Context: an optimization exercise on an open-source flow, tuned for small area, a short achievable clock period and few clock cycles per item. The choices shown serve that exercise and are no tape-out recipe. In this exercise RTL edits were held to simulation tests only and were not proved equivalent to the original.

## flow/design.v (module list and top-level ports; edited modules follow where they fit)
// module spsob_div_cell: 17 lines
// module spsob_mul8x8: 367 lines
// module spsob_mul_idx: 836 lines
// module spsob_mac8: 457 lines
// module spsob_c255: 107 lines
// module subtitle_pixel_src_over_blend_unit: 203 lines
module subtitle_pixel_src_over_blend_unit #(
  parameter int unsigned MaxCanvasDim = spsob_pkg::MaxCanvasDim
) (
  input  wire logic              clk_i,
  input  wire logic              rst_ni,
  input  wire logic              start,
  output logic                   busy,
  input  wire logic [103:0]      req_i,
  output logic                   done_o,
  output logic [56:0]            res_o,
  input  wire logic              cfg_valid_i,
  output logic                   cfg_ready_o,
  input  wire logic              cfg_index_i,
  input  wire logic [12:0]       cfg_data_i
);
  // ...
==> flow/flow/run.sh <==
#!/bin/bash
# Standard layout flow with these changes:
#  - synthesis runs Yosys's synth with -noabc (the final ABC mapping still runs), so the
#    hand-built adder trees reach the full-adder extraction as written;
#  - port buffers are sky130_fd_sc_hd__buf_2 (every port is still buffered);
#  - larger clock-tree sink clusters;
#  - timing repair aims for SETUP_SLACK_MARGIN ns of setup slack.
set -euo pipefail
sed '1s/yosys synth -nofsm -noshare /yosys synth -nofsm -noshare -noabc /' synth_recipe.tcl > synth_noabc.tcl
grep -q -- '-noabc' synth_noabc.tcl
bash standard.sh SYNTH_SCRIPT="$PWD/synth_noabc.tcl" SETUP_SLACK_MARGIN=17.6 \
  "BUFFER_PORTS_ARGS=-buffer_cell sky130_fd_sc_hd__buf_2" \
  CTS_CLUSTER_SIZE=24 CTS_CLUSTER_DIAMETER=120 CORE_UTILIZATION=60 GPL_TIMING_DRIVEN=0 \
  finish > make_finish.log 2>&1
==> flow/standard.sh <==
#!/bin/bash
# synth_recipe.tcl (not shown) runs the flow's synth.tcl, then flattens the netlist and writes it again
# the make line also repeats each setting of config.mk as NAME=value (left out here)
make -C /OpenROAD-flow-scripts/flow DESIGN_CONFIG=/design/flow/config.mk WORK_HOME=/design/flow/orfs CLKGATE_MAP_FILE= SYNTH_SCRIPT=/design/flow/synth_recipe.tcl "${@:-finish}"
==> flow/config.mk <==
export PLATFORM = sky130hd
export DESIGN_NAME = subtitle_pixel_src_over_blend_unit
export DESIGN_NICKNAME = subtitle_pixel_src_over_blend_unit
export VERILOG_FILES = /design/flow/design.v
export SDC_FILE = /design/flow/constraint.sdc
export NUM_CORES = 4
export LEC_CHECK = 0
export CAP_MARGIN = 20
export CORE_MARGIN = 2
export CORE_UTILIZATION = 40
export SLEW_MARGIN = 20
==> flow/constraint.sdc <==
create_clock -name core_clock -period 24.0 [get_ports {clk_i}]
set_input_delay 4.8000 -clock core_clock [delete_from_list [all_inputs] [get_ports {clk_i}]]
set_output_delay 4.8000 -clock core_clock [all_outputs]
set_load 0.01 [all_outputs]
==> impl_metrics.csv, run 1 <==
group,metric,value,unit
outcome,status,"complete, no violations",
grt,overflow,0,
place,dpl.hpwl,79.5,mm
die,die_w,287,um
cts,cts_sinks,728,
grt,grtUsageMet2,42.4,%
grt,grt_max_degree,34,
cells_and_area,seq_cells,728,
yosys,yosysTopAreaCell,"dfxtp_1",
setup_path,reg2reg_depth,25,
yosys,synth_mux_area_share,4.14,%
routing,antenna_left,0,
cells_and_area,finalNonFillerCells,5880,
timing,clock_skew,0.0221,ns
cells_and_area,clock_buffers,44,
routing,post_drt_wl_per_cell,17.2,um
grt,antenna_found_initial,13,
timing,fin_hold_ws,0.318,ns
cts,cts_inserted_buffers,38,
setup_path,crit_end,"t4_q[30]",
setup_path,crit_start,"xr3_q[7]",
die,rows,103,
die,core-area,79100,um2
setup_path,cp.buffers_inverters,2,
yosys,synth_common_cells,"dfxtp_1, ha_1, fa_1",
timing,setup_ws,17.68,ns
timing,worst_pin_slew,1.06,ns
timing,fin_crit,6.32,ns
setup_path,rrSetupSlack,17.68,ns
cells_and_area,mostFrequentLayoutCell,"dfxtp_1",
Testbench counts, summed over its fixed seeds: cycles 12,056, items 12,000.
==> run 2, diff against run 1 <==
--- a/flow/flow/run.sh
+++ b/flow/flow/run.sh
@@ -10,5 +10,5 @@
 grep -q -- '-noabc' synth_noabc.tcl
 bash standard.sh SYNTH_SCRIPT="$PWD/synth_noabc.tcl" SETUP_SLACK_MARGIN=17.6 \
   "BUFFER_PORTS_ARGS=-buffer_cell sky130_fd_sc_hd__buf_2" \
-  CTS_CLUSTER_SIZE=24 CTS_CLUSTER_DIAMETER=120 CORE_UTILIZATION=60 GPL_TIMING_DRIVEN=0 \
+  CTS_CLUSTER_SIZE=24 CTS_CLUSTER_DIAMETER=120 CORE_UTILIZATION=60 PLACE_DENSITY=0.8 \
   finish > make_finish.log 2>&1
==> impl_metrics.csv, run 2 <==
group,metric,value,unit
outcome,status,"complete, no violations",
die,die_w,287,um
grt,grtUsageMet2,42.5,%
timing,drv_slew,0,
setup_path,crit_required,24.52,ns
routing,drcViolationCount,0,
job,drv_cap,0,
yosys,netlist_area,48100,um2
yosys,synthCells,4458,
routing,antenna_left,0,
grt,grt_usage,24.1,%
cts,cts-root-buf,"clkbuf_16",
grt,grt_pass1_vias,32587,
die,num_io_pins,182,
place,gp_congestion,0.927,
timing,setup_viol,0,
routing,initialDrtViolationCount,1375,
yosys,synth_common_cells,"dfxtp_1, ha_1, fa_1",
grt,overflow,0,
grt,grt_pass1_wl,162,mm
die,die_y,287,um
cells_and_area,final_cell_mix,"dfxtp_1, ha_1, fa_1, and2_1, nor2b_1",
yosys,synth.area.top_cells,"dfxtp_1, fa_1, ha_1, and2_1, nor2b_1",
cts,cts_sinks,728,
die,rows,103,
yosys,synth_area_per_cell,10.8,um2
die,start_util,60.8,%
setup_path,startpoint_type,"register",
grt,use_met1,30.8,%
setup_path,crit_fanout,8,
yosys,ys_ff_latch,728,
setup_path,critPathCaptureType,"register",
place,dpl.hpwl,76.5,mm
setup_path,arrival,6.87,ns
place,io_buffers,179,
timing,finalCritPeriodShare,26.5,%
timing,clock_skew,0.0202,ns
yosys,synth_top_area_share,28.9,%
cts,cts_hold_buffers,0,
timing,setup_tns,0,ns
die,die_area,82500,um2
timing,hold_viol_final,0,
timing,timing.fmax,157,MHz
yosys,synth-seq-area-share,30.6,%
cts,clkLatencyLatePin,0.61,ns
yosys,async_flop_share,4.53,%
routing,vias_per_cell,5.46,
grt,antenna_found_initial,8,
routing,wl,100,mm
timing,rsz0062_at_grt,"true",
timing,slew_headroom,22.4,%
cts,clockBufferDepth,3,
worst_hold_path,hp-class,"reg -> reg",
cells_and_area,nets,5872,
grt,met3_usage,3.48,%
routing,post_drt_wl_per_cell,17.4,um
setup_path,crit_type,"reg -> reg",
cts,h-tree-depth,2,
cells_and_area,largest_register_ffs,57,
yosys,synth.most_common_cell,"dfxtp_1",
grt,grt_max_degree,34,
timing,worst_pin_slew,1.13,ns
yosys,yosysTopAreaCell,"dfxtp_1",
timing,fin_crit,6.36,ns
cells_and_area,reg_top3,"res7_q: 57 flops, t4_q: 48 flops, r5_q: 39 flops",
cts,cts_inserted_buffers,37,
cts,cts_tree,"built",
cells_and_area,top_register,"res7_q",
cts,cts.clk_slew.worst_paths,0.10,ns
die,core-area,79100,um2
yosys,yosys_warnings,34,
cells_and_area,syn_to_final_growth,9.96,%
yosys,synth_edf_count,0,
yosys,synth_ff_type,"dfxtp_1",
grt,grt-busiest-layer,"met2",
cells_and_area,drive_gt1_share,13.8,%
yosys,ys_types,69,
routing,num_vias,31452,
setup_path,rrSetupSlack,17.64,ns
yosys,synth_fp_nets,5633,
cells_and_area,mostFrequentLayoutCell,"dfxtp_1",
routing,first_pass_iters,5,
-- run 2: cell counts after synthesis --
No cell type changed its count.
-- run 2: logic make-up after synthesis --
logic type | synth area share (%)
fa+ha+maj | 34.8
xor+xnor | 4.81
compound gates | 7.99
other cells | 0.0156
mux | 4.14
flops | 30.6
buf+inv | 2.56
simple gates | 15.1
-- run 2: layer usage --
| metal | wire length, um | vias up |
|---|---|---|
| li1 | - | 15276 |
| met4 | 2770 | 12 |
| met5 | 60 | - |
| met2 | 49500 | 561 |
| met3 | 4070 | 152 |
| met1 | 43700 | 15451 |
-- run 2: worst max-delay path: stages, from the launching register on --
cell      delay (ns)
dfxtp_4         0.39
and2_4          0.17
fa_1            0.54
fa_1            0.44
fa_1            0.47
fa_1            0.60
ha_4            0.23
a21oi_4         0.17
o21ai_4         0.08
a41o_1          0.25
o211ai_1        0.18
nand2_1         0.13
a21o_1          0.21
xor2_2          0.19
fa_1            0.53
ha_4            0.31
a21o_1          0.15
a21oi_2         0.07
nor2b_1         0.15
o21ai_2         0.10
buf_4           0.15
buf_6           0.10
buf_6           0.10
buf_6           0.11
buf_6           0.10
a31o_4          0.22
xnor2_2         0.13
-- run 2: final timing paths --
path / startpoint / to / cells past startpoint
setup / recovery: d3_q[8] / t4_q[28] / 26
hold / removal: m5_q[16] / m6_q[16] / 0
setup reg to reg: d3_q[8] / t4_q[28] / 26
hold reg to reg: m5_q[16] / m6_q[16] / 0
max in group asynchronous: rst_ni / vld_q[4] / 1
min in group asynchronous: rst_ni / wid_q[12] / 1
-- run 2: timing repair --
action / 4_1_cts / 5_1_grt
setup endpoints to repair: 88 / 90
pin swaps: 15 / 75
gates cloned: 0 / 3
setup buffers: 29 / 48
gates resized for setup: 95 / 144
-- run 2: final cells by class --
cell class / instances / area (um2)
clock buffer: 46 / 970
tap: 1050 / 1310
timing repair buffer: 271 / 1690
inverter: 252 / 953
clock inverter: 8 / 138
multi-input combinational: 3407 / 33000
fill: 5888 / 26200
sequential: 728 / 14800
antenna: 1 / 2.50
-- run 2: stage by stage --
stage / instance area (um2) / hold WS (ns) / util (%) / std cells / setup slack [ns]
2_1_floorplan: 48100 / 0.310 / - / 4458 / 17.61
3_3_place_gp: 50200 / 0.310 / 63.4 / 5628 / 17.02
3_5_place_dp: 50200 / 0.312 / 63.4 / 5628 / 16.54
4_1_cts: 51900 / 0.319 / 65.6 / 5711 / 17.60
5_1_grt: 52900 / 0.326 / 66.9 / 5762 / 17.43
6_report: 52900 / 0.312 / 66.9 / 5763 / 17.64
==> run 3, diff against run 2 <==
--- a/flow/flow/run.sh
+++ b/flow/flow/run.sh
@@ -10,5 +10,5 @@
 grep -q -- '-noabc' synth_noabc.tcl
 bash standard.sh SYNTH_SCRIPT="$PWD/synth_noabc.tcl" SETUP_SLACK_MARGIN=17.6 \
   "BUFFER_PORTS_ARGS=-buffer_cell sky130_fd_sc_hd__buf_2" \
-  CTS_CLUSTER_SIZE=24 CTS_CLUSTER_DIAMETER=120 CORE_UTILIZATION=60 PLACE_DENSITY=0.8 \
+  CTS_CLUSTER_SIZE=24 CTS_CLUSTER_DIAMETER=120 CORE_UTILIZATION=60 ABC_AREA=1 \
   finish > make_finish.log 2>&1
==> impl_metrics.csv, run 3 <==
group,metric,value,unit
outcome,status,"complete, no violations",
cts,clockBufferDepth,3,
setup_path,crit_required,24.51,ns
grt,grt_pass1_wl,180,mm
die,die_w,296,um
setup_path,crit_fanout,10,
die,start_util,60.3,%
yosys,synth-seq-area-share,28.8,%
grt,grt_max_degree,34,
timing,fin_crit,6.00,ns
cts,h-tree-depth,2,
cts,cts_tree,"built",
setup_path,critPathCaptureType,"register",
die,die_y,296,um
timing,setup_ws,18.00,ns
yosys,synth.most_common_cell,"nand2_1",
timing,fin_hold_ws,0.323,ns
setup_path,crit_type,"reg -> reg",
routing,antenna_left,0,
yosys,yosysTopAreaCell,"dfxtp_1",
timing,clock_skew,0.0238,ns
yosys,synth_ff_type,"dfxtp_1",
yosys,synth_common_cells,"nand2_1, inv_1, dfxtp_1",
grt,grt_usage,25.3,%
setup_path,arrival,6.50,ns
cells_and_area,nets,7378,
timing,setup_tns,0,ns
grt,overflow,0,
routing,initialDrtViolationCount,1795,
timing,hold_viol_final,0,
timing,rsz0062_at_grt,"false",
setup_path,path_delay_family,"adder cells",
routing,wl,110,mm
cells_and_area,register_area,14700,um2
worst_hold_path,hp-class,"reg -> reg",
setup_path,crit_top_cell,"fa_1",
die,num_io_pins,182,
cells_and_area,fill_cells,7603,
cells_and_area,final_cell_mix,"nand2_1, inv_1, dfxtp_1, ha_1, fa_1",
timing,worst_pin_slew,0.997,ns
job,drv_cap,0,
timing,setup_viol,0,
cts,cts_setup_buffers,0,
grt,grt_pass1_vias,36803,
cells_and_area,reg_top3,"res7_q: 57 flops, t4_q: 48 flops, r5_q: 39 flops",
timing,slew_headroom,33.3,%
cells_and_area,largest_register_ffs,57,
routing,drcViolationCount,0,
yosys,netlist_area,51200,um2
place,io_buffers,179,
cells_and_area,top_register,"res7_q",
cells_and_area,mostFrequentLayoutCell,"nand2_1",
die,rows,107,
place,dp_slack,17.47,ns
routing,vias_per_cell,5.13,
cells_and_area,drive_gt1_share,5.91,%
yosys,ys_types,62,
place,dpl.hpwl,89.5,mm
die,die_area,87600,um2
yosys,ys_ff_latch,728,
cts,cts.clk_slew.worst_paths,0.09,ns
cells_and_area,syn_to_final_growth,6.11,%
setup_path,cp_cell_sequence,"inv_1 -> nor2_1 -> fa_1 -> fa_1 -> fa_1 -> fa_1 -> ha_1 -> nand2_1 -> inv_1 -> a21oi_1 -> nand2_1 -> fa_1 -> ha_1 -> fa_1 -> nand3_1 -> nand3_1 -> nand2_1 -> nand3_2 -> nand2_1 -> nor2_1 -> nand3_1 -> nor2_2 -> nand2_1 -> xor2_1",
die,core-area,84900,um2
routing,num_vias,37743,
yosys,synth_edf_count,0,
cts,cts_sinks,728,
yosys,synth_area_per_cell,8.41,um2
yosys,synth.area.top_cells,"dfxtp_1, fa_1, ha_1, nand2_1, inv_1",
cts,cts_inserted_buffers,37,
setup_path,cp.buffers_inverters,2,
grt,antenna_found_initial,6,
setup_path,startpoint_type,"register",
yosys,async_flop_share,4.53,%
setup_path,max_stage_delay,0.63,ns
cells_and_area,multi_input_area,32300,um2
routing,post_drt_wl_per_cell,14.9,um
yosys,synth_top_area_share,27.2,%
yosys,yosys_warnings,34,
timing,timing.fmax,167,MHz
timing,finalCritPeriodShare,25.0,%
setup_path,cpMaxStageDelayCell,"fa_1",
yosys,synthCells,6081,
yosys,synth_fp_nets,7256,
cts,cts-root-buf,"clkbuf_16",
place,gp_congestion,0.921,
cts,clkLatencyLatePin,0.59,ns
timing,drv_slew,0,
routing,first_pass_iters,5,
[run 3: cell types whose count changed after synthesis, sizes merged, moves of 54 or more]
| cell | delta |
|---|---|
| nand2 | +1315 |
| xnor2 | -107 |
| nand4 | +85 |
| nor2 | +285 |
| nand3 | +282 |
| a21oi | +123 |
| and2 | -470 |
| mux2 | -123 |
| xor2 | +82 |
| nor2b | -303 |
| inv | +734 |
| nand2b | -55 |
| a21o | -54 |
[run 3: area by class of cell]
type | instances | area share, %
clock buffer | 41 | 1.75
multi-input combinational | 4240 | 59.4
antenna | 2 | 0.00922
sequential | 728 | 27.2
inverter | 991 | 6.85
clock inverter | 7 | 0.127
tap | 1144 | 2.64
timing repair buffer | 205 | 2.03
[run 3: path summary, 6_finish.rpt]
kind,to,start,slack (ns),cells after the start
setup / recovery,xq3_q[5],da2_q[2],18.00,24
max in group asynchronous,wid_q[3],rst_ni,19.25,1
min in group asynchronous,vld_q[2],rst_ni,4.25,1
hold / removal,d2_q[3],d1_q[3],0.32,0
hold reg to reg,d2_q[3],d1_q[3],0.32,0
setup reg to reg,xq3_q[5],da2_q[2],18.00,24
[run 3: cell families after synthesis]
group	after synthesis	share of synthesized area, %
buffers and inverters	1113	8.25
other	2	0.0147
AOI/OAI and AO/OA	553	6.00
muxes	10	0.205
DFF	728	28.8
xor gates and xnor gates	239	4.11
and+or+nand+nor	2383	19.9
adders and majority gates	1053	32.7
[run 3: timing repair]
item | 4_1_cts | 5_1_grt
pin swaps | 0 | 0
setup endpoints to repair | 26 | 34
gates resized for setup | 1 | 15
hold buffers | 0 | 0
[run 3: metal layers]
layer | wire, um | up-vias | track usage (%) | part of all wire, %
li1 | - | 19232 | - | -
met1 | 48400 | 17733 | 32.4 | 44
met2 | 54000 | 655 | 45.4 | 49
met3 | 4620 | 119 | 2.91 | 4.2
met4 | 2670 | 4 | 6.48 | 2.4
met5 | 19 | - | 0 | 0.017
[run 3: per-stage QoR]
stage	area (um2)	util, %	instances
finish	54300	63.9	7358
global route	54300	63.9	7358
CTS	54200	63.9	7355
detailed placement	53200	62.7	7307
global placement	53200	62.6	7307
floorplan	51200	-	6081
==> run 4, diff against run 3 <==
--- a/flow/flow/run.sh
+++ b/flow/flow/run.sh
@@ -10,5 +10,5 @@
 grep -q -- '-noabc' synth_noabc.tcl
 bash standard.sh SYNTH_SCRIPT="$PWD/synth_noabc.tcl" SETUP_SLACK_MARGIN=17.6 \
   "BUFFER_PORTS_ARGS=-buffer_cell sky130_fd_sc_hd__buf_2" \
-  CTS_CLUSTER_SIZE=24 CTS_CLUSTER_DIAMETER=120 CORE_UTILIZATION=60 ABC_AREA=1 \
+  CTS_CLUSTER_SIZE=24 CTS_CLUSTER_DIAMETER=120 CORE_UTILIZATION=60 \
   finish > make_finish.log 2>&1
==> impl_metrics.csv, run 4 <==
group,metric,value,unit
cts,cts.clk_slew.worst_paths,0.10,ns
yosys,synth-seq-area-share,30.6,%
setup_path,crit_fanout,8,
routing,initialDrtViolationCount,1115,
cells_and_area,syn_to_final_growth,9.76,%
cts,clkLatencyLatePin,0.60,ns
place,io_buffers,179,
cts,cts_tree,"built",
setup_path,crit_required,24.49,ns
grt,grt_max_degree,34,
yosys,synth_fp_nets,5633,
timing,setup_viol,0,
routing,vias_per_cell,5.30,
yosys,ys_types,69,
die,start_util,60.8,%
cells_and_area,finalInstanceArea,52800,um2
setup_path,cp.buffers_inverters,1,
timing,setup_tns,0,ns
die,num_io_pins,182,
setup_path,rr_endpoint,"t4_q[31]",
setup_path,reg2reg_depth,24,
cells_and_area,reg_top3,"res7_q: 57 flops, t4_q: 48 flops, r5_q: 39 flops",
die,core-area,79100,um2
die,die_w,287,um
routing,post_drt_wl_per_cell,17.3,um
worst_hold_path,hp-start,"s1_q[4]",
timing,clock_skew,0.0394,ns
cells_and_area,mostFrequentLayoutCell,"dfxtp_1",
yosys,synth_ff_type,"dfxtp_1",
die,rows,103,
outcome,status,"complete, no violations",
cts,clockBufferDepth,3,
routing,drcViolationCount,0,
setup_path,crit_type,"reg -> reg",
setup_path,max_stage_delay,0.57,ns
grt,antenna_found_initial,6,
worst_hold_path,hp-class,"reg -> reg",
grt,grt_pass1_wl,162,mm
job,drv_cap,0,
place,dpl.hpwl,77.9,mm
timing,setup_ws,17.82,ns
yosys,synth_common_cells,"dfxtp_1, ha_1, fa_1",
worst_hold_path,min_to,"s2_q[4]",
die,die_area,82500,um2
yosys,synth_top_area_share,28.9,%
setup_path,rrSetupSlack,17.82,ns
yosys,synth.most_common_cell,"dfxtp_1",
routing,wl,99.5,mm
worst_hold_path,holdPathStages,0,
cells_and_area,final_cell_mix,"dfxtp_1, ha_1, and2_1, fa_1, nor2b_1",
cts,cts_sinks,728,
yosys,synth_edf_count,0,
timing,timing.fmax,162,MHz
routing,antenna_left,0,
cells_and_area,drive_gt1_share,13.8,%
cells_and_area,top_register,"res7_q",
setup_path,crit_top_cell,"fa_1",
timing,slew_headroom,35.0,%
setup_path,rr_startpoint,"xr3_q[5]",
yosys,netlist_area,48100,um2
cts,h-tree-depth,2,
cts,cts_inserted_buffers,38,
cells_and_area,nets,5875,
timing,finalCritPeriodShare,25.7,%
setup_path,cp_cell_sequence,"buf_4 -> and2_1 -> fa_2 -> fa_1 -> fa_2 -> fa_1 -> ha_2 -> nand3_1 -> nand2_1 -> a41o_1 -> o211ai_1 -> nand2_1 -> a21o_1 -> a21o_1 -> fa_1 -> ha_4 -> and3_1 -> and4_1 -> nand3_2 -> a311oi_2 -> o21ai_1 -> nand2b_1 -> a21oi_2 -> xnor2_1",
place,place_area,50200,um2
grt,grt_usage,24.5,%
setup_path,startpoint_type,"register",
yosys,yosys_warnings,34,
place,dp_slack,16.76,ns
place,gp_congestion,0.855,
yosys,synthCells,4458,
timing,rsz0062_at_grt,"true",
routing,first_pass_iters,5,
yosys,ys_ff_latch,728,
routing,num_vias,30576,
cells_and_area,largest_register_ffs,57,
yosys,synth.area.top_cells,"dfxtp_1, fa_1, ha_1, and2_1, nor2b_1",
setup_path,arrival,6.66,ns
timing,drv_slew,0,
yosys,yosysTopAreaCell,"dfxtp_1",
grt,overflow,0,
yosys,synth_area_per_cell,10.8,um2
setup_path,path_delay_family,"adder cells",
die,die_y,287,um
timing,fin_crit,6.18,ns
cts,cts-root-buf,"clkbuf_16",
setup_path,critPathCaptureType,"register",
grt,grt_pass1_vias,31620,
timing,hold_viol_final,0,
timing,worst_pin_slew,0.972,ns
yosys,async_flop_share,4.53,%
setup_path,cpMaxStageDelayCell,"fa_2",
==> run 4: cell types whose count changed in the layout (fill, tap and decap cells not counted), sizes merged, moves of 282 or more <==
cell	previous run	this run
nor2	441	156
nand3	309	27
nor2b	1	304
and2	3	473
nand2	1485	171
inv	990	253
==> run 4: layer usage <==
| layer | GRT usage, % | part of all wire (%) |
|---|---|---|
| met3 | 4.25 | 4.6 |
| met1 | 32.9 | 46 |
| met4 | 6.91 | 2.9 |
| met5 | 0 | 0.057 |
| met2 | 40.8 | 46 |
==> run 4: logic make-up after synthesis <==
logic type	share of synthesized area, %
compound gates	7.99
xor+xnor	4.81
fa+ha+maj	34.8
buf+inv	2.56
flops	30.6
mux	4.14
other cells	0.0156
simple gates	15.1
==> run 4: worst max-delay path by stage <==
stage	startpoint	end	slack, ns	cells past startpoint
6_report	xr3_q[5]	t4_q[31]	17.82	24
5_1_grt	d3_q[10]	t4_q[31]	17.52	23
4_1_cts	oan5_q[0]	r6_q[1][4]	17.53	30
3_5_place_dp	xr3_q[6]	t4_q[15]	16.76	24
3_3_place_gp	xr3_q[7]	t4_q[15]	16.88	24
2_1_floorplan	req_i[89]	on1_q	17.61	11
==> run 4: per-stage QoR <==
step / hold slack [ns] / std cells / util (%)
finish: 0.305 / 5764 / 66.7
global route: 0.308 / 5763 / 66.7
CTS: 0.299 / 5713 / 65.7
detailed placement: 0.312 / 5634 / 63.4
global placement: 0.309 / 5634 / 63.4
floorplan: 0.310 / 4458 / -
==> run 4: cell type report <==
type                            instances  area (um2)
Antenna cell                            1        2.50
Fill cell                            6338       26300
Tap cell                             1050        1310
Sequential cell                       728       14800
Timing Repair Buffer                  274        1680
Inverter                              252         957
Clock buffer                           47        1030
Multi-Input combinational cell       3406       32900
Clock inverter                          6        78.8
==> run 4: what timing repair did <==
action	in CTS	in global routing
hold buffers	0	0
setup endpoints to repair	95	93
setup buffers	26	47
gates resized for setup	98	133
pin swaps	17	97
gates cloned	0	1
==> run 5, diff against run 4 <==
--- a/flow/flow/run.sh
+++ b/flow/flow/run.sh
@@ -8,7 +8,7 @@
 set -euo pipefail
 sed '1s/yosys synth -nofsm -noshare /yosys synth -nofsm -noshare -noabc /' synth_recipe.tcl > synth_noabc.tcl
 grep -q -- '-noabc' synth_noabc.tcl
-bash standard.sh SYNTH_SCRIPT="$PWD/synth_noabc.tcl" SETUP_SLACK_MARGIN=17.6 \
+bash standard.sh SYNTH_SCRIPT="$PWD/synth_noabc.tcl" SETUP_SLACK_MARGIN=17.5 \
   "BUFFER_PORTS_ARGS=-buffer_cell sky130_fd_sc_hd__buf_2" \
   CTS_CLUSTER_SIZE=24 CTS_CLUSTER_DIAMETER=120 CORE_UTILIZATION=60 \
   finish > make_finish.log 2>&1
==> impl_metrics.csv, run 5 <==
group,metric,value,unit
outcome,status,"complete, no violations",
routing,antenna_left,0,
die,num_io_pins,182,
cts,cts_tree,"built",
timing,worst_pin_slew,1.15,ns
yosys,synthCells,4458,
grt,grt_usage,25.0,%
routing,initialDrtViolationCount,1174,
yosys,synth.most_common_cell,"dfxtp_1",
setup_path,crit_required,24.53,ns
routing,drcViolationCount,0,
worst_hold_path,hp-class,"reg -> reg",
cells_and_area,mostFrequentLayoutCell,"dfxtp_1",
place,place_area,50200,um2
place,dpl.hpwl,78.8,mm
timing,timing.fmax,160,MHz
cts,clockBufferDepth,3,
yosys,synth_fa_ha_area_share,34.8,%
timing,setup_viol,0,
setup_path,critPathCaptureType,"register",
yosys,synth_compound_area_share,7.99,%
yosys,async_flop_share,4.53,%
yosys,yosysTopAreaCell,"dfxtp_1",
timing,drv_slew,0,
cts,cts_hold_buffers,0,
timing,slew_headroom,21.3,%
cells_and_area,largest_register_ffs,57,
timing,hold_viol_final,0,
yosys,yosys_warnings,34,
die,rows,103,
yosys,synth.area.top_cells,"dfxtp_1, fa_1, ha_1, and2_1, nor2b_1",
cts,cts_sinks,728,
die,start_util,60.8,%
timing,rsz0062_at_grt,"true",
cells_and_area,top_register,"res7_q",
yosys,synth-seq-area-share,30.6,%
cells_and_area,drive_gt1_share,13.4,%
setup_path,cp_cell_sequence,"and2_1 -> fa_1 -> fa_1 -> fa_1 -> fa_1 -> ha_4 -> a21oi_1 -> o21ai_2 -> a41o_1 -> or2_2 -> a21oi_2 -> xnor2_2 -> fa_1 -> ha_1 -> a21o_1 -> a21o_1 -> a21oi_2 -> nor2b_1 -> o21ai_2 -> a311oi_2 -> o21ai_1 -> nand2b_1 -> a21oi_2 -> xnor2_1",
cells_and_area,finalInstanceArea,52700,um2
cells_and_area,syn_to_final_growth,9.43,%
cts,h-tree-depth,2,
cells_and_area,reg_top3,"res7_q: 57 flops, t4_q: 48 flops, r5_q: 39 flops",
grt,grt_pass1_wl,165,mm
timing,setup_tns,0,ns
die,die_y,287,um
grt,grt_max_degree,34,
cts,cts.clk_slew.worst_paths,0.10,ns
setup_path,crit_top_cell,"fa_1",
cells_and_area,fill_cells,6320,
setup_path,crit_fanout,8,
grt,antenna_found_initial,6,
yosys,synth_mux_area_share,4.14,%
yosys,synth_ff_type,"dfxtp_1",
routing,first_pass_iters,5,
setup_path,cpMaxStageDelayCell,"fa_1",
routing,vias_per_cell,5.31,
cells_and_area,final_cell_mix,"dfxtp_1, ha_1, and2_1, fa_1, nor2b_1",
yosys,synth_fp_nets,5633,
yosys,synth_xor_area_share,4.81,%
yosys,ys_ff_latch,728,
yosys,netlist_area,48100,um2
cells_and_area,register_area,14800,um2
yosys,synth_top_family_by_area,"adder cells",
routing,num_vias,30578,
setup_path,arrival,6.79,ns
cells_and_area,multi_input_area,32800,um2
yosys,synth_top_area_share,28.9,%
place,io_buffers,179,
setup_path,startpoint_type,"register",
routing,post_drt_wl_per_cell,17.5,um
grt,grt_pass1_vias,31591,
cts,cts-root-buf,"clkbuf_16",
timing,finalCritPeriodShare,26.1,%
cells_and_area,nets,5867,
die,die_area,82500,um2
die,core-area,79100,um2
timing,fin_crit,6.25,ns
die,die_w,287,um
setup_path,crit_type,"reg -> reg",
grt,overflow,0,
yosys,ys_types,69,
cts,clkLatencyLatePin,0.61,ns
yosys,synth_area_per_cell,10.8,um2
yosys,yosys.area_share.simple,15.1,%
routing,wl,101,mm
cts,cts_inserted_buffers,38,
job,drv_cap,0,
setup_path,max_stage_delay,0.56,ns
yosys,synth_common_cells,"dfxtp_1, ha_1, fa_1",
place,gp_congestion,0.881,
timing,clock_skew,0.0245,ns
yosys,synth_edf_count,0,
[run 5: cells by family (layout without fill, tap and decap cells)]
family	count (synthesis)	after routing
adders and majority gates	1053	1053
DFF	728	728
xor gates and xnor gates	264	264
buffers and inverters	325	573
and+or+nand+nor	1293	1293
AOI/OAI and AO/OA	610	610
other	2	3
muxes	183	183
[run 5: worst paths after layout]
path	start	endpoint	slack [ns]	depth (start not counted)
max in group asynchronous	rst_ni	hgt_q[3]	19.24	1
setup reg to reg	xr3_q[5]	t4_q[15]	17.75	24
setup / recovery	xr3_q[5]	t4_q[15]	17.75	24
hold reg to reg	d1_q[0]	d2_q[0]	0.31	0
hold / removal	d1_q[0]	d2_q[0]	0.31	0
min in group asynchronous	rst_ni	hgt_q[0]	4.26	1
[run 5: timing repair]
action,in CTS,in global routing
setup endpoints to repair,81,90
pin swaps,7,62
cloned,0,0
gates resized for setup,63,146
buffers inserted,18,50
[run 5: per-stage QoR]
step,instances,worst slack (ns),hold slack (ns),util [%]
2_1_floorplan,4458,17.58,0.310,-
5_1_grt,5756,17.42,0.327,66.5
3_5_place_dp,5633,16.82,0.312,63.4
4_1_cts,5705,17.50,0.318,65.3
6_report,5757,17.75,0.315,66.5
3_3_place_gp,5633,16.93,0.310,63.4
[run 5: area by class of cell]
cell class / count / share of cell area (%)
antenna: 1 / 0.00475
clock buffer: 45 / 1.89
clock inverter: 9 / 0.211
inverter: 252 / 1.81
multi-input combinational: 3405 / 62.3
sequential: 728 / 28.1
tap: 1050 / 2.49
timing repair buffer: 267 / 3.10
[run 5: metal layers]
layer | track usage [%] | up-vias | part of all wire [%]
met3 | 3.70 | 118 | 4.0
met1 | 34.2 | 14793 | 46
met4 | 6.09 | 10 | 2.4
li1 | - | 15234 | -
met5 | 0 | - | 0.063
met2 | 41.8 | 423 | 47
[run 5: critical path: cells and delay by family, from the launching register on]
family | cells | cell delay, ns
compound gates | 11 | 1.89
xor+xnor | 2 | 0.22
fa+ha+maj | 7 | 3.00
flops | 1 | 0.39
simple gates | 4 | 0.66
==> run 6, diff against run 5 <==
--- a/flow/flow/run.sh
+++ b/flow/flow/run.sh
@@ -8,7 +8,7 @@
 set -euo pipefail
 sed '1s/yosys synth -nofsm -noshare /yosys synth -nofsm -noshare -noabc /' synth_recipe.tcl > synth_noabc.tcl
 grep -q -- '-noabc' synth_noabc.tcl
-bash standard.sh SYNTH_SCRIPT="$PWD/synth_noabc.tcl" SETUP_SLACK_MARGIN=17.5 \
+bash standard.sh SYNTH_SCRIPT="$PWD/synth_noabc.tcl" SETUP_SLACK_MARGIN=17.9 \
   "BUFFER_PORTS_ARGS=-buffer_cell sky130_fd_sc_hd__buf_2" \
   CTS_CLUSTER_SIZE=24 CTS_CLUSTER_DIAMETER=120 CORE_UTILIZATION=60 \
   finish > make_finish.log 2>&1
==> impl_metrics.csv, run 6 <==
group,metric,value,unit
yosys,yosys_warnings,34,
cts,clockBufferDepth,3,
setup_path,startpoint_type,"register",
setup_path,arrival,6.68,ns
yosys,yosysTopAreaCell,"dfxtp_1",
timing,fin_crit,6.19,ns
cells_and_area,largest_register_ffs,57,
yosys,synth_common_cells,"dfxtp_1, ha_1, fa_1",
setup_path,cpMaxStageDelayCell,"fa_1",
cts,h-tree-depth,2,
cells_and_area,finalNonFillerCells,5873,
yosys,ys_ff_latch,728,
worst_hold_path,hp-class,"reg -> reg",
routing,num_vias,31211,
timing,setup_tns,0,ns
yosys,synth-seq-area-share,30.6,%
die,die_y,287,um
setup_path,crit_required,24.49,ns
routing,antenna_left,0,
yosys,synth.area.top_cells,"dfxtp_1, fa_1, ha_1, and2_1, nor2b_1",
yosys,netlist_area,48100,um2
timing,clock_skew,0.0236,ns
setup_path,crit_type,"reg -> reg",
setup_path,crit_fanout,8,
yosys,synth_top_area_share,28.9,%
die,die_area,82500,um2
die,die_w,287,um
grt,grt_max_degree,34,
cells_and_area,multi_input_area,33500,um2
cells_and_area,reg_top3,"res7_q: 57 flops, t4_q: 48 flops, r5_q: 39 flops",
cells_and_area,nets,5978,
timing,setup_viol,0,
cts,cts_tree,"built",
timing,fin_hold_ws,0.307,ns
timing,drv_slew,0,
routing,post_drt_wl_per_cell,17.6,um
cells_and_area,register_area,14800,um2
grt,antenna_found_initial,8,
routing,first_pass_iters,4,
yosys,ys_types,69,
die,rows,103,
timing,timing.fmax,162,MHz
setup_path,crit_top_cell,"fa_1",
setup_path,max_stage_delay,0.56,ns
yosys,synth_edf_count,0,
yosys,async_flop_share,4.53,%
cells_and_area,drive_gt1_share,17.6,%
cts,cts-root-buf,"clkbuf_16",
die,num_io_pins,182,
place,gp_congestion,0.844,
cells_and_area,top_register,"res7_q",
yosys,synth_fp_nets,5633,
cts,clkLatencyLatePin,0.60,ns
cts,cts.clk_slew.worst_paths,0.10,ns
timing,rsz0062_at_grt,"true",
grt,overflow,0,
setup_path,critPathCaptureType,"register",
yosys,synth_area_per_cell,10.8,um2
job,drv_cap,0,
timing,hold_viol_final,0,
cells_and_area,syn_to_final_growth,13.0,%
timing,slew_headroom,29.4,%
yosys,synth_ff_type,"dfxtp_1",
place,place_inst,5636,
cts,cts_inserted_buffers,38,
cts,cts_sinks,728,
yosys,synth.most_common_cell,"dfxtp_1",
grt,grt_usage,25.3,%
grt,grt_pass1_wl,167,mm
cells_and_area,mostFrequentLayoutCell,"dfxtp_1",
die,start_util,60.8,%
die,core-area,79100,um2
place,io_buffers,179,
outcome,status,"complete, no violations",
routing,drcViolationCount,0,
timing,finalCritPeriodShare,25.8,%
timing,worst_pin_slew,1.06,ns
routing,initialDrtViolationCount,1199,
cells_and_area,fill_cells,6224,
grt,grt_pass1_vias,32748,
cells_and_area,final_core_util,68.7,%
place,dpl.hpwl,78.6,mm
routing,wl,103,mm
cells_and_area,final_cell_mix,"dfxtp_1, ha_1, fa_1, and2_1, nor2b_1",
routing,vias_per_cell,5.31,
yosys,synthCells,4458,
==> run 6: layer usage <==
layer,vias to the layer above,global-route usage [%],share of wire [%]
met3,145,4.29,4.2
met4,10,7.08,3.0
met1,15120,33.8,46
li1,15484,-,-
met5,-,0,0.057
met2,452,42.4,47
==> run 6: kinds of logic after synthesis <==
kind of cell | Yosys count | share of synthesized area [%]
other | 2 | 0.0156
multiplexers | 183 | 4.14
adder cells (fa/ha/maj) | 1053 | 34.8
buffers and inverters | 325 | 2.56
XOR/XNOR | 264 | 4.81
AND/OR/NAND/NOR | 1293 | 15.1
AO/OA/AOI/OAI | 610 | 7.99
flip-flops | 728 | 30.6
==> run 6: final cells by class <==
| class | instances | area share [%] |
|---|---|---|
| diodes | 4 | 0.0184 |
| clock buffers | 47 | 1.85 |
| clock inverters | 9 | 0.209 |
| inverters | 252 | 1.76 |
| multi-input cells | 3405 | 61.7 |
| flip-flops and latches | 728 | 27.3 |
| well taps | 1050 | 2.42 |
| repair buffers | 378 | 4.79 |
==> run 6: worst paths after layout <==
path	from	end	slack [ns]	cells past startpoint
hold / removal	s1_q[21]	s2_q[21]	0.31	0
setup / recovery	xr3_q[6]	t4_q[31]	17.81	26
min in group asynchronous	rst_ni	vld_q[6]	4.27	1
hold reg to reg	s1_q[21]	s2_q[21]	0.31	0
setup reg to reg	xr3_q[6]	t4_q[31]	17.81	26
max in group asynchronous	rst_ni	vld_q[5]	19.24	1
==> run 6: worst max-delay path: cells and delay by family (launching register included) <==
family	cells	cell delay (ns)
XOR/XNOR	2	0.36
adder cells (fa/ha/maj)	7	3.02
buffers and inverters	2	0.25
flip-flops	1	0.36
AO/OA/AOI/OAI	11	1.55
AND/OR/NAND/NOR	4	0.54
==> run 6: timing repair <==
| item | in CTS | in global routing |
|---|---|---|
| cloned | 1 | 3 |
| endpoints found under the setup margin | 95 | 118 |
| setup buffers | 68 | 104 |
| gates resized for setup | 149 | 197 |
| hold buffers | 0 | 0 |
| pin swaps | 91 | 149 |
==> run 6: per-stage QoR <==
stage               setup slack, ns  cell area (um2)
finish                        17.81            54400
global route                  17.57            54400
CTS                           17.78            52700
detailed placement            16.85            50400
global placement              16.99            50400
floorplan                     17.63            48300
==> run 7, diff against run 6 <==
--- a/flow/flow/run.sh
+++ b/flow/flow/run.sh
@@ -10,5 +10,5 @@
 grep -q -- '-noabc' synth_noabc.tcl
 bash standard.sh SYNTH_SCRIPT="$PWD/synth_noabc.tcl" SETUP_SLACK_MARGIN=17.9 \
   "BUFFER_PORTS_ARGS=-buffer_cell sky130_fd_sc_hd__buf_2" \
-  CTS_CLUSTER_SIZE=24 CTS_CLUSTER_DIAMETER=120 CORE_UTILIZATION=60 \
+  CTS_CLUSTER_SIZE=24 CTS_CLUSTER_DIAMETER=120 CORE_UTILIZATION=60 ABC_AREA=1 \
   finish > make_finish.log 2>&1
==> impl_metrics.csv, run 7 <==
group,metric,value,unit
outcome,status,"complete, no violations",
cells_and_area,top_register,"res7_q",
place,dpl.hpwl,89.5,mm
yosys,synth_fp_nets,7256,
yosys,ys_types,62,
grt,grt_pass1_wl,180,mm
yosys,synth-seq-area-share,28.8,%
setup_path,critPathCaptureType,"output port",
cts,clockBufferDepth,3,
yosys,synth_ff_type,"dfxtp_1",
yosys,synth_xor_area_share,4.11,%
timing,clock_skew,0.0224,ns
grt,grt_max_degree,34,
setup_path,startpoint_type,"register",
routing,initialDrtViolationCount,1847,
setup_path,crit_fanout,1,
cells_and_area,drive_gt1_share,6.60,%
yosys,synth.most_common_cell,"nand2_1",
cells_and_area,nets,7381,
cells_and_area,register_area,14800,um2
yosys,async_flop_share,4.53,%
yosys,synth_area_per_cell,8.41,um2
cells_and_area,finalInstanceArea,54500,um2
timing,hold_viol_final,0,
setup_path,cpMaxStageDelayCell,"dfrtp_1",
die,start_util,60.3,%
routing,post_drt_wl_per_cell,14.9,um
die,die_w,296,um
yosys,synthCells,6081,
setup_path,crit_start,"vld_q[6]",
die,rows,107,
timing,fin_hold_ws,0.323,ns
place,gp_congestion,0.921,
yosys,yosys.area_share.simple,19.9,%
timing,slew_headroom,33.3,%
yosys,yosys_warnings,34,
setup_path,arrival,1.10,ns
die,die_y,296,um
setup_path,rr_startpoint,"da2_q[2]",
place,io_buffers,179,
setup_path,rrSetupSlack,18.16,ns
yosys,synth_common_cells,"nand2_1, inv_1, dfxtp_1",
timing,drv_slew,0,
setup_path,reg2reg_depth,22,
cts,cts_hold_buffers,0,
timing,worst_pin_slew,0.997,ns
cells_and_area,fill_cells,7574,
timing,fin_crit,5.90,ns
die,die_area,87600,um2
setup_path,path_depth,1,
setup_path,crit_type,"reg -> out",
cts,clkLatencyLatePin,0.59,ns
setup_path,path_delay_family,"flip-flops",
yosys,synth_compound_area_share,6.00,%
yosys,synth_top_area_share,27.2,%
worst_hold_path,hp-class,"reg -> reg",
cts,cts_tree,"built",
setup_path,cp_cell_sequence,"buf_2",
setup_path,max_stage_delay,0.38,ns
yosys,netlist_area,51200,um2
grt,grt_pass1_vias,36807,
routing,first_pass_iters,6,
routing,wl,110,mm
cts,cts_sinks,728,
cells_and_area,syn_to_final_growth,6.49,%
cells_and_area,largest_register_ffs,57,
yosys,synth.area.top_cells,"dfxtp_1, fa_1, ha_1, nand2_1, inv_1",
routing,num_vias,37728,
yosys,synth_top_family_by_area,"adder cells",
routing,vias_per_cell,5.13,
cells_and_area,multi_input_area,32400,um2
grt,grt_usage,25.3,%
job,drv_cap,0,
timing,timing.fmax,169,MHz
cts,h-tree-depth,2,
setup_path,cp.buffers_inverters,1,
setup_path,crit_required,19.20,ns
setup_path,rr_endpoint,"xr3_q[7]",
grt,antenna_found_initial,6,
timing,setup_viol,0,
grt,overflow,0,
die,core-area,84900,um2
routing,antenna_left,0,
timing,setup_tns,0,ns
cts,cts_inserted_buffers,37,
yosys,synth_fa_ha_area_share,32.7,%
cts,cts.clk_slew.worst_paths,0.09,ns
cells_and_area,mostFrequentLayoutCell,"nand2_1",
yosys,synth_mux_area_share,0.205,%
timing,finalCritPeriodShare,24.6,%
yosys,synth_edf_count,0,
place,place_area,53200,um2
yosys,yosysTopAreaCell,"dfxtp_1",
cells_and_area,reg_top3,"res7_q: 57 flops, t4_q: 48 flops, r5_q: 39 flops",
die,num_io_pins,182,
cells_and_area,final_cell_mix,"nand2_1, inv_1, dfxtp_1, ha_1, fa_1",
timing,rsz0062_at_grt,"false",
routing,drcViolationCount,0,
setup_path,crit_end,"done_o",
cts,cts-root-buf,"clkbuf_16",
yosys,ys_ff_latch,728,
run 7: changes by cell type after synthesis, moves of 118 or more:
cell     before   now
nor2_1      155   432
nor2b_1     304     1
nand3_1      27   273
inv_1       252   982
mux2_2      127     4
and2_1      472     3
nand2_1     170  1459
a21oi_1     177   295
run 7: per-stage QoR:
| stage | worst slack [ns] | util, % | cells |
|---|---|---|---|
| detailed placement | 17.47 | 62.7 | 7307 |
| floorplan | 18.20 | - | 6081 |
| global placement | 17.40 | 62.6 | 7307 |
| finish | 18.10 | 64.2 | 7361 |
| global route | 17.85 | 64.2 | 7361 |
| CTS | 17.87 | 63.9 | 7355 |
run 7: cells by family after synthesis:
family / count (synthesis)
and+or+nand+nor: 2383
adders and majority gates: 1053
AOI/OAI and AO/OA: 553
buffers and inverters: 1113
xor gates and xnor gates: 239
muxes: 10
other: 2
DFF: 728
run 7: what timing repair did:
| item | 4_1_cts | 5_1_grt |
|---|---|---|
| endpoints found under the setup margin | 44 | 61 |
| setup buffers | 0 | 3 |
| pin swaps | 0 | 7 |
| resized for setup | 6 | 69 |
run 7: layer usage:
layer  GRT usage [%]  routed length [um]
met1            32.5               48400
met2            45.4               54100
met3            2.91                4710
met4            6.48                2700
met5               0                  19
run 7: final cells by class:
class                      count  area share (%)
clock buffer                  41            1.75
tap                         1144            2.63
clock inverter                 7           0.126
multi-input combinational   4240            59.5
sequential                   728            27.1
antenna                        2         0.00919
timing repair buffer         208            2.09
inverter                     991            6.83
run 7: worst min path at each step:
| stage | start | end | cells past startpoint |
|---|---|---|---|
| floorplan | d1_q[0] | d2_q[0] | 0 |
| global placement | idx6_q[3] | res7_q[35] | 0 |
| detailed placement | d1_q[2] | d2_q[2] | 0 |
| CTS | d1_q[3] | d2_q[3] | 0 |
| global route | d1_q[19] | d2_q[19] | 0 |
| finish | d1_q[3] | d2_q[3] | 0 |
==> run 8, diff against run 7 <==
--- a/flow/flow/run.sh
+++ b/flow/flow/run.sh
@@ -8,7 +8,7 @@
 set -euo pipefail
 sed '1s/yosys synth -nofsm -noshare /yosys synth -nofsm -noshare -noabc /' synth_recipe.tcl > synth_noabc.tcl
 grep -q -- '-noabc' synth_noabc.tcl
-bash standard.sh SYNTH_SCRIPT="$PWD/synth_noabc.tcl" SETUP_SLACK_MARGIN=17.9 \
+bash standard.sh SYNTH_SCRIPT="$PWD/synth_noabc.tcl" SETUP_SLACK_MARGIN=17.3 \
   "BUFFER_PORTS_ARGS=-buffer_cell sky130_fd_sc_hd__buf_2" \
   CTS_CLUSTER_SIZE=24 CTS_CLUSTER_DIAMETER=120 CORE_UTILIZATION=60 ABC_AREA=1 \
   finish > make_finish.log 2>&1
==> impl_metrics.csv, run 8 <==
group,metric,value,unit
cells_and_area,final_core_util,63.9,%
grt,grtUsageMet2,45.4,%
cts,cts-root-buf,"clkbuf_16",
setup_path,critPathCaptureType,"register",
routing,drcViolationCount,0,
routing,num_vias,37667,
timing,rsz0062_at_grt,"false",
place,gp_congestion,0.921,
routing,post_drt_wl_per_cell,14.9,um
yosys,synth_fp_nets,7256,
die,die_w,296,um
timing,clock_skew,0.0223,ns
place,dp_slack,17.47,ns
cts,cts_setup_buffers,0,
yosys,ys_ff_latch,728,
outcome,status,"complete, no violations",
timing,drv_slew,0,
routing,vias_per_cell,5.12,
die,die_y,296,um
setup_path,startpoint_type,"register",
cts,cts_hold_buffers,0,
routing,antenna_left,0,
cells_and_area,drive_gt1_share,5.71,%
grt,overflow,0,
cells_and_area,reg_top3,"res7_q: 57 flops, t4_q: 48 flops, r5_q: 39 flops",
cells_and_area,top_register,"res7_q",
yosys,synth_fa_ha_area_share,32.7,%
cells_and_area,final_cell_mix,"nand2_1, inv_1, dfxtp_1, ha_1, fa_1",
yosys,synthCells,6081,
cells_and_area,nets,7378,
grt,grt-busiest-layer,"met2",
yosys,async_flop_share,4.53,%
cells_and_area,fill_cells,7607,
die,start_util,60.3,%
cells_and_area,mostFrequentLayoutCell,"nand2_1",
setup_path,rrSetupSlack,17.83,ns
cts,cts.clk_slew.worst_paths,0.09,ns
cells_and_area,syn_to_final_growth,6.00,%
cts,h-tree-depth,2,
die,die_area,87600,um2
yosys,netlist_area,51200,um2
cts,clockBufferDepth,3,
yosys,yosysTopAreaCell,"dfxtp_1",
place,dpl.hpwl,89.5,mm
setup_path,crit_fanout,24,
yosys,synth_top_area_share,27.2,%
grt,grt_pass1_wl,180,mm
cells_and_area,finalInstanceArea,54200,um2
worst_hold_path,hp-class,"reg -> reg",
yosys,synth_compound_area_share,6.00,%
setup_path,crit_type,"reg -> reg",
grt,grt_max_degree,34,
timing,setup_ws,17.83,ns
yosys,synth_edf_count,0,
yosys,yosys.area_share.simple,19.9,%
grt,use_met1,32.4,%
timing,setup_viol,0,
timing,setup_tns,0,ns
timing,hold_viol_final,0,
yosys,synth_common_cells,"nand2_1, inv_1, dfxtp_1",
cts,cts_inserted_buffers,37,
yosys,synth.most_common_cell,"nand2_1",
routing,wl,110,mm
die,core-area,84900,um2
place,io_buffers,179,
yosys,synth_xor_area_share,4.11,%
cts,clkLatencyLatePin,0.59,ns
routing,first_pass_iters,6,
routing,initialDrtViolationCount,1806,
timing,slew_headroom,34.6,%
yosys,synth.area.top_cells,"dfxtp_1, fa_1, ha_1, nand2_1, inv_1",
grt,grt_usage,25.3,%
timing,fin_hold_ws,0.323,ns
yosys,synth_ff_type,"dfxtp_1",
place,place_area,53200,um2
grt,grt_pass1_vias,36803,
grt,met3_usage,2.91,%
yosys,ys_types,62,
die,num_io_pins,182,
grt,antenna_found_initial,6,
timing,fin_crit,6.17,ns
yosys,yosys_warnings,34,
yosys,synth-seq-area-share,28.8,%
cts,cts_sinks,728,
yosys,synth_top_family_by_area,"adder cells",
cts,cts_tree,"built",
die,rows,107,
timing,timing.fmax,162,MHz
timing,worst_pin_slew,0.975,ns
setup_path,arrival,6.68,ns
yosys,synth_mux_area_share,0.205,%
job,drv_cap,0,
setup_path,crit_required,24.51,ns
timing,finalCritPeriodShare,25.7,%
cells_and_area,largest_register_ffs,57,
yosys,synth_area_per_cell,8.41,um2
-- run 8: cell counts after synthesis --
No cell type changed its count.
-- run 8: what timing repair did --
action | in CTS | in global routing
endpoints found under the hold margin | 0 | 0
gates resized for setup | 0 | 2
endpoints found under the setup margin | 0 | 28
-- run 8: final cells by class --
| cell class | count | area, um2 | share of cell area, % |
|---|---|---|---|
| clock inverter | 7 | 68.8 | 0.127 |
| antenna | 2 | 5.00 | 0.00923 |
| tap | 1144 | 1430 | 2.64 |
| timing repair buffer | 205 | 1090 | 2.02 |
| multi-input combinational | 4240 | 32200 | 59.4 |
| sequential | 728 | 14700 | 27.2 |
| clock buffer | 41 | 951 | 1.75 |
| inverter | 991 | 3720 | 6.86 |
-- run 8: cells by family (layout without fill, tap and decap cells) --
kind of cell    count (synthesis)  count (layout)
compound gates                553             553
xor+xnor                      239             239
fa+ha+maj                    1053            1053
buf+inv                      1113            1244
flops                         728             728
mux                            10              10
other cells                     2               4
simple gates                 2383            2383
-- run 8: routing by layer --
layer	up-vias	part of all wire, %
met3	114	3.9
met5	-	0.017
met1	17688	44
met4	4	2.4
met2	625	49
li1	19236	-
-- run 8: critical path: stages (launching register included) --
cell	delay, ns
dfxtp_1	0.31
buf_4	0.31
nand2_1	0.09
inv_1	0.08
fa_1	0.44
fa_1	0.54
fa_1	0.53
fa_1	0.49
ha_1	0.34
a21oi_1	0.27
o21ai_0	0.20
a221oi_1	0.37
nand2_1	0.13
nand2_1	0.07
nand2_1	0.09
fa_1	0.49
ha_1	0.34
inv_1	0.06
nor2_1	0.20
and3_1	0.35
nand3_1	0.12
nand3_1	0.14
xor2_1	0.14
-- run 8: worst paths after layout --
path | cells after the start | endpoint | from
min in group asynchronous | 1 | vld_q[2] | rst_ni
min reg2reg | 0 | d2_q[3] | d1_q[3]
max reg2reg | 22 | t4_q[31] | xr3_q[7]
max | 22 | t4_q[31] | xr3_q[7]
max in group asynchronous | 1 | wid_q[3] | rst_ni
min | 0 | d2_q[3] | d1_q[3]
-- run 8: through the flow --
step / cells
2_1_floorplan: 6081
3_3_place_gp: 7307
3_5_place_dp: 7307
4_1_cts: 7355
5_1_grt: 7358
6_report: 7358
==> run 9, diff against run 8 <==
--- a/flow/flow/run.sh
+++ b/flow/flow/run.sh
@@ -8,7 +8,7 @@
 set -euo pipefail
 sed '1s/yosys synth -nofsm -noshare /yosys synth -nofsm -noshare -noabc /' synth_recipe.tcl > synth_noabc.tcl
 grep -q -- '-noabc' synth_noabc.tcl
-bash standard.sh SYNTH_SCRIPT="$PWD/synth_noabc.tcl" SETUP_SLACK_MARGIN=17.3 \
+bash standard.sh SYNTH_SCRIPT="$PWD/synth_noabc.tcl" SETUP_SLACK_MARGIN=18.1 \
   "BUFFER_PORTS_ARGS=-buffer_cell sky130_fd_sc_hd__buf_2" \
   CTS_CLUSTER_SIZE=24 CTS_CLUSTER_DIAMETER=120 CORE_UTILIZATION=60 ABC_AREA=1 \
   finish > make_finish.log 2>&1
==> impl_metrics.csv, run 9 <==
group,metric,value,unit
outcome,status,"complete, no violations",
setup_path,reg2reg_depth,23,
grt,overflow,0,
cts,h-tree-depth,2,
routing,drcViolationCount,0,
yosys,ys_types,62,
setup_path,cpMaxStageDelayCell,"dfrtp_1",
setup_path,crit_end,"done_o",
die,die_w,296,um
cts,cts_tree,"built",
cells_and_area,mostFrequentLayoutCell,"nand2_1",
cells_and_area,finalInstanceArea,54800,um2
timing,drv_slew,0,
timing,rsz0062_at_grt,"true",
yosys,synth_common_cells,"nand2_1, inv_1, dfxtp_1",
timing,setup_viol,0,
routing,vias_per_cell,5.14,
routing,first_pass_iters,8,
yosys,yosys_warnings,34,
cells_and_area,fill_cells,7538,
grt,grt_pass1_vias,36870,
grt,grt_usage,25.4,%
cts,cts_inserted_buffers,37,
timing,finalCritPeriodShare,24.6,%
place,io_buffers,179,
setup_path,startpoint_type,"register",
timing,fin_hold_ws,0.323,ns
yosys,synth_area_per_cell,8.41,um2
yosys,synth.most_common_cell,"nand2_1",
yosys,synth-seq-area-share,28.8,%
grt,grt_pass1_wl,180,mm
grt,grt_max_degree,34,
timing,hold_viol_final,0,
timing,timing.fmax,169,MHz
yosys,ys_ff_latch,728,
timing,fin_crit,5.90,ns
die,die_y,296,um
cells_and_area,reg_top3,"res7_q: 57 flops, t4_q: 48 flops, r5_q: 39 flops",
job,drv_cap,0,
routing,wl,111,mm
cells_and_area,drive_gt1_share,7.49,%
yosys,synth_top_area_share,27.2,%
setup_path,rr_startpoint,"xr3_q[6]",
die,start_util,60.3,%
setup_path,max_stage_delay,0.38,ns
place,gp_congestion,0.921,
die,die_area,87600,um2
setup_path,path_delay_family,"flip-flops",
die,rows,107,
yosys,async_flop_share,4.53,%
timing,slew_headroom,33.2,%
yosys,synth_ff_type,"dfxtp_1",
cells_and_area,top_register,"res7_q",
cts,cts_hold_buffers,0,
die,num_io_pins,182,
worst_hold_path,hp-class,"reg -> reg",
setup_path,crit_required,19.20,ns
routing,post_drt_wl_per_cell,15.1,um
setup_path,cp.buffers_inverters,1,
timing,worst_pin_slew,0.999,ns
cts,cts-root-buf,"clkbuf_16",
cells_and_area,largest_register_ffs,57,
yosys,yosysTopAreaCell,"dfxtp_1",
setup_path,crit_type,"reg -> out",
routing,num_vias,37863,
yosys,synth_fp_nets,7256,
setup_path,rr_endpoint,"t4_q[12]",
cells_and_area,nets,7387,
grt,antenna_found_initial,6,
place,place_area,53200,um2
cts,clockBufferDepth,3,
die,core-area,84900,um2
yosys,synthCells,6081,
yosys,synth_edf_count,0,
setup_path,cp_cell_sequence,"buf_2",
timing,setup_tns,0,ns
routing,antenna_left,0,
yosys,netlist_area,51200,um2
cells_and_area,syn_to_final_growth,7.08,%
timing,clock_skew,0.0215,ns
setup_path,crit_fanout,1,
cts,cts.clk_slew.worst_paths,0.09,ns
setup_path,crit_start,"vld_q[6]",
cts,cts_sinks,728,
cts,clkLatencyLatePin,0.59,ns
setup_path,critPathCaptureType,"output port",
setup_path,path_depth,1,
setup_path,arrival,1.10,ns
yosys,synth.area.top_cells,"dfxtp_1, fa_1, ha_1, nand2_1, inv_1",
routing,initialDrtViolationCount,1845,
setup_path,rrSetupSlack,18.35,ns
cells_and_area,final_cell_mix,"nand2_1, inv_1, dfxtp_1, ha_1, fa_1",
place,dpl.hpwl,89.5,mm
[run 9: changes by cell type in the layout (fill, tap and decap cells not counted), moves of 7 or more]
cell / before / now
nor2_1: 432 / 416
ha_1: 580 / 573
o21ai_0: 127 / 120
nor2_2: 5 / 20
dfxtp_1: 694 / 657
dfxtp_2: 0 / 31
a21oi_1: 295 / 281
a21oi_2: 3 / 15
buf_4: 25 / 32
[run 9: layer usage]
metal  up-vias  global-route usage, %  routed length [um]
met2       672                   45.6               54800
li1      19248                      -                   -
met1     17820                   32.4               48500
met4         4                   6.60                2650
met5         -                      0                  19
met3       119                   2.99                4900
[run 9: logic make-up (layout without fill, tap and decap cells)]
logic type	after synthesis	in the layout	synth area share (%)
AOI/OAI and AO/OA	553	553	6.00
xor gates and xnor gates	239	239	4.11
adders and majority gates	1053	1053	32.7
buffers and inverters	1113	1253	8.25
DFF	728	728	28.8
muxes	10	10	0.205
other	2	4	0.0147
and+or+nand+nor	2383	2383	19.9
[run 9: how the worst min path moves through the flow]
stage / startpoint / end / slack [ns] / cells past startpoint
global placement: idx6_q[3] / res7_q[35] / 0.31 / 0
global route: idx6_q[15] / res7_q[47] / 0.33 / 0
floorplan: d1_q[0] / d2_q[0] / 0.31 / 0
CTS: d1_q[3] / d2_q[3] / 0.32 / 0
detailed placement: d1_q[2] / d2_q[2] / 0.31 / 0
finish: d1_q[3] / d2_q[3] / 0.32 / 0
[run 9: metrics by stage]
stage | setup slack, ns | utilization, % | std cells
finish | 18.10 | 64.5 | 7367
global route | 18.04 | 64.5 | 7367
CTS | 18.07 | 64.0 | 7357
detailed placement | 17.47 | 62.7 | 7307
global placement | 17.40 | 62.6 | 7307
floorplan | 18.20 | - | 6081
[run 9: area by class of cell]
cell class	instances	area, um2	area share [%]
Multi-Input combinational cell	4240	32500	59.4
Sequential cell	728	14800	27.0
Inverter	991	3720	6.80
Tap cell	1144	1430	2.61
Timing Repair Buffer	214	1250	2.28
Clock buffer	41	951	1.74
Clock inverter	7	68.8	0.126
Antenna cell	2	5.00	0.00914
[run 9: what timing repair did]
item	4_1_cts	5_1_grt
buffers inserted	2	5
endpoints found under the setup margin	63	82
cloned	0	2
pin swaps	2	19
resized for setup	35	109

[afterwards: timing with drivers on the ports]
The results above use ideal ports. As a check the final layouts listed here were re-extracted and re-timed, cells and wires unchanged. Step 1 sets driving cells, clkbuf_16 on the clock port and buf_2 on the other inputs (assumed; they add their load-dependent delay and slew). Step 2 moves the port delays by t, midway between the first and last clock arrival at a register: inputs arrive t later, outputs are due t later. That takes back most of the time a late clock gives input paths. Slacks: ideal / step 1 / step 2; pairs: ideal / step 1.
run	shift t [ns]	setup slack, ns	worst setup path at the end
run 1	0.655	17.678 / 17.678 / 17.152	input to register
run 2	0.671	17.643 / 17.643 / 17.328	input to register
run 3	0.643	18.005 / 18.005 / 17.688	input to register
run 4	0.649	17.823 / 17.823 / 17.378	input to register
run 5	0.665	17.746 / 17.746 / 17.324	input to register
run 6	0.657	17.813 / 17.813 / 17.351	input to register
run 7	0.642	18.097 / 18.032 / 17.688	input to register
run 8	0.642	17.829 / 17.829 / 17.677	input to register
run 9	0.643	18.095 / 18.029 / 17.803	input to register
After both steps every run listed still meets setup and hold. The setup slack of run 1, which loses most, moves by 0.000 ns with the drivers and by -0.526 ns with both steps.
